Context: an optimization exercise on an open-source flow, tuned for small area, a short achievable clock period and few clock cycles. The choices shown serve that exercise and are no tape-out recipe.
Only simulation tests tie the RTL to the original design; equivalence was not proved.
No activity file was given, so power comes from the tool's default toggle rates.

Design ping_ram_dot_engine, start of the top module:
module ping_ram_dot_engine
#(
  parameter int unsigned ACC_W = 40,
  parameter int unsigned LEN_W = 16
) (
  input  logic                         clk,
  input  logic                         reset,
  input  logic [31:0]                  input_addr,
  input  logic [31:0]                  weight_addr,
  input  logic [31:0]                  output_addr,
  input  logic [31:0]                  data_type,
  output logic [31:0]                  finish_signal,
  output logic [26:0]                  avm_address,
  output logic                         avm_read,
  output logic                         avm_write,
  output logic [31:0]                  avm_writedata,
  output logic [3:0]                   avm_byteenable,
  output logic                         avm_burstcount,
  input  logic [31:0]                  avm_readdata,
  input  logic                         avm_readdatavalid,
  input  logic                         avm_waitrequest
);
Size: ~2,600 cells after synthesis, about 290 flip-flops, ~260 I/O pins, roughly 21,000 sq um of cells after synthesis.
==> flow/config.mk <==
export PLATFORM = sky130hd
export DESIGN_NAME = ping_ram_dot_engine
export DESIGN_NICKNAME = ping_ram_dot_engine
export VERILOG_FILES = /design/flow/design.v
export SDC_FILE = /design/flow/constraint.sdc
export NUM_CORES = 4
export LEC_CHECK = 0
export ABC_AREA = 1
export CAP_MARGIN = 20
export CORE_MARGIN = 2
export CORE_UTILIZATION = 50
export CTS_CLUSTER_DIAMETER = 70
export CTS_CLUSTER_SIZE = 35
export PLACE_DENSITY = 0.75
export SLEW_MARGIN = 20
export TNS_END_PERCENT = 0
==> flow/constraint.sdc <==
create_clock -name core_clock -period 12.0 [get_ports {clk}]
set_input_delay 2.4000 -clock core_clock [delete_from_list [all_inputs] [get_ports {clk}]]
set_output_delay 2.4000 -clock core_clock [all_outputs]
set_load 0.01 [all_outputs]
standard.sh (not shown) runs the stock make flow with config.mk's settings and CLKGATE_MAP_FILE= SYNTH_SCRIPT=/design/flow/synth_recipe.tcl, a recipe that flattens the netlist after the stock synthesis.
==> flow/flow/run.sh <==
#!/bin/bash
set -euo pipefail
bash standard.sh SETUP_SLACK_MARGIN=9 "BUFFER_PORTS_ARGS=-buffer_cell sky130_fd_sc_hd__buf_1" finish > make.log 2>&1
The first run passed the timing, design-rule and antenna checks.
Testbench counts at the start, summed over its fixed seeds: cycles 47,048.
Change:
==> flow/flow/run.sh (replaced) <==
#!/bin/bash
set -euo pipefail
bash standard.sh SETUP_SLACK_MARGIN=9 "BUFFER_PORTS_ARGS=-buffer_cell sky130_fd_sc_hd__buf_2" finish > make.log 2>&1
CORE_UTILIZATION = 40   (was 50)
CTS_CLUSTER_DIAMETER = 80   (was 70)
CTS_CLUSTER_SIZE = 40   (was 35)
PLACE_DENSITY = 0.6   (was 0.75)
=>
- design area is higher by 0.61%
- maximum frequency shrinks by 1.6%
- clock-buffer cell count came out lower by 3
- global-route usage went down by 5.2 points
- synthesized cell count does not change
- utilization came out lower by 11 points
- synthesized area stays the same
- first-iteration DRC count fell by 15%
- sequential power hardly moves
- clock power came out lower by 7.2%

---

## quartz
ping_ram_dot_engine again, from the RTL that the note above started with.
==> flow/config.mk <==
export PLATFORM = sky130hd
export DESIGN_NAME = ping_ram_dot_engine
export DESIGN_NICKNAME = ping_ram_dot_engine
export VERILOG_FILES = /design/flow/design.v
export SDC_FILE = /design/flow/constraint.sdc
export NUM_CORES = 4
export LEC_CHECK = 0
export ABC_AREA = 1
export CAP_MARGIN = 20
export CORE_MARGIN = 2
export CORE_UTILIZATION = 50
export CTS_CLUSTER_DIAMETER = 70
export CTS_CLUSTER_SIZE = 35
export PLACE_DENSITY = 0.65
export SLEW_MARGIN = 20
export TNS_END_PERCENT = 0
==> flow/constraint.sdc <==
create_clock -name core_clock -period 12.0 [get_ports {clk}]
set_input_delay 2.4000 -clock core_clock [delete_from_list [all_inputs] [get_ports {clk}]]
set_output_delay 2.4000 -clock core_clock [all_outputs]
set_load 0.01 [all_outputs]
==> flow/flow/run.sh <==
#!/bin/bash
set -euo pipefail
bash standard.sh SETUP_SLACK_MARGIN=9 "BUFFER_PORTS_ARGS=-buffer_cell sky130_fd_sc_hd__buf_1" finish > make.log 2>&1
Testbench counts of quartz, summed over its fixed seeds: cycles 47,048.
For violet, these inputs were changed with respect to quartz:
- CTS_CLUSTER_SIZE removed (was 35)
- PLACE_DENSITY changed from 0.65 to 0.8
- CORE_UTILIZATION changed from 50 to 70
- CTS_CLUSTER_DIAMETER removed (was 70)
==> flow/flow/run.sh <==
#!/bin/bash
set -euo pipefail
bash standard.sh SETUP_SLACK_MARGIN=9 "BUFFER_PORTS_ARGS=-buffer_cell sky130_fd_sc_hd__buf_2" finish > make.log 2>&1
==> comparison <==
violet ended with more layout overhead on the synthesized area than quartz. Delta (violet minus quartz): count of hold-fix buffers inserted at cts level, area of combinational cells with multiple inputs did not really move. Final period utilization in violet is 0.63 points higher than in quartz. Compared with quartz, in violet data required time of the worst path has increased, global-route usage higher. Total leakage power sits higher in violet than in quartz. Hold slack was lower in violet than in quartz. violet vs quartz: top achievable clock speed down.
### violet -> zinc
- CORE_UTILIZATION: 70 -> 40
- PLACE_DENSITY: 0.8 -> 0.6
- CTS_CLUSTER_DIAMETER: unset -> 60
- CTS_CLUSTER_SIZE: unset -> 30
### Flow results
On sequential power, zinc and violet are neck and neck. zinc vs violet, slew of the pin with the lowest slew margin went up by 36 ps. Looking only at total power density per cell area, and setting everything else aside, the lower value of zinc and violet goes to zinc. violet → zinc: net switching power figure climbed 0.0000084 W; max-capacitance violation count about even.
Here is what was changed in the inputs of pepper compared with zinc.
- ABC_AREA changed from 1 to 0
- CTS_CLUSTER_DIAMETER changed from 60 to 70
- PLACE_DENSITY changed from 0.6 to 0.65
- CTS_CLUSTER_SIZE changed from 30 to 35
- CORE_UTILIZATION changed from 40 to 50
==> flow/flow/run.sh <==
#!/bin/bash
set -euo pipefail
bash standard.sh SETUP_SLACK_MARGIN=9 "BUFFER_PORTS_ARGS=-buffer_cell sky130_fd_sc_hd__buf_1" finish > make.log 2>&1
Notes after the runs:
Against zinc, pepper comes in 2,393 lower on number of global-route vias before repair. zinc reports its termination of the worst setup path as avm_writedata[15] while pepper reports avm_writedata[22]. The run showing the smaller total cell area at the placement stage is pepper. Of zinc and pepper, the run reporting the higher worst voltage drop across the vdd grid was pepper.

[afterwards: timing with drivers on the ports]
Ports are ideal in the flow. The routed layouts listed here were re-timed in OpenROAD.
Step 1 sets driving cells, clkbuf_16 on the clock port and buf_2 on the other inputs (assumed; they add their load-dependent delay and slew).
Step 2 times the ports against the registers' clock, not the clock port: input delays grow and output delays shrink by t, the midpoint of the rising clock arrivals with the driver on.
Three values: ideal ports, drivers, drivers and shift; two values: the first two.
| run | t (ns) | setup WS [ns] | worst setup path after step 2 | pins driven straight from the clock port |
|---|---|---|---|---|
| the first run of note 1 | 0.638 | 8.336 / 8.280 / 7.836 | input to register | 1 |
| the second run of note 1 | 0.631 | 8.278 / 8.218 / 7.828 | input to register | 1 |
| quartz | 0.625 | 8.361 / 8.301 / 7.819 | input to register | 1 |
| violet | 0.635 | 8.285 / 8.234 / 7.751 | input to register | 1 |
| zinc | 0.653 | 8.270 / 8.213 / 7.758 | input to register | 1 |
| pepper | 0.647 | 8.305 / 8.252 / 7.768 | input to register | 1 |
After both steps setup and hold are still met in every run listed. For quartz, which loses most, drivers alone change the setup slack by -0.060 ns; drivers and shift together by -0.542 ns.
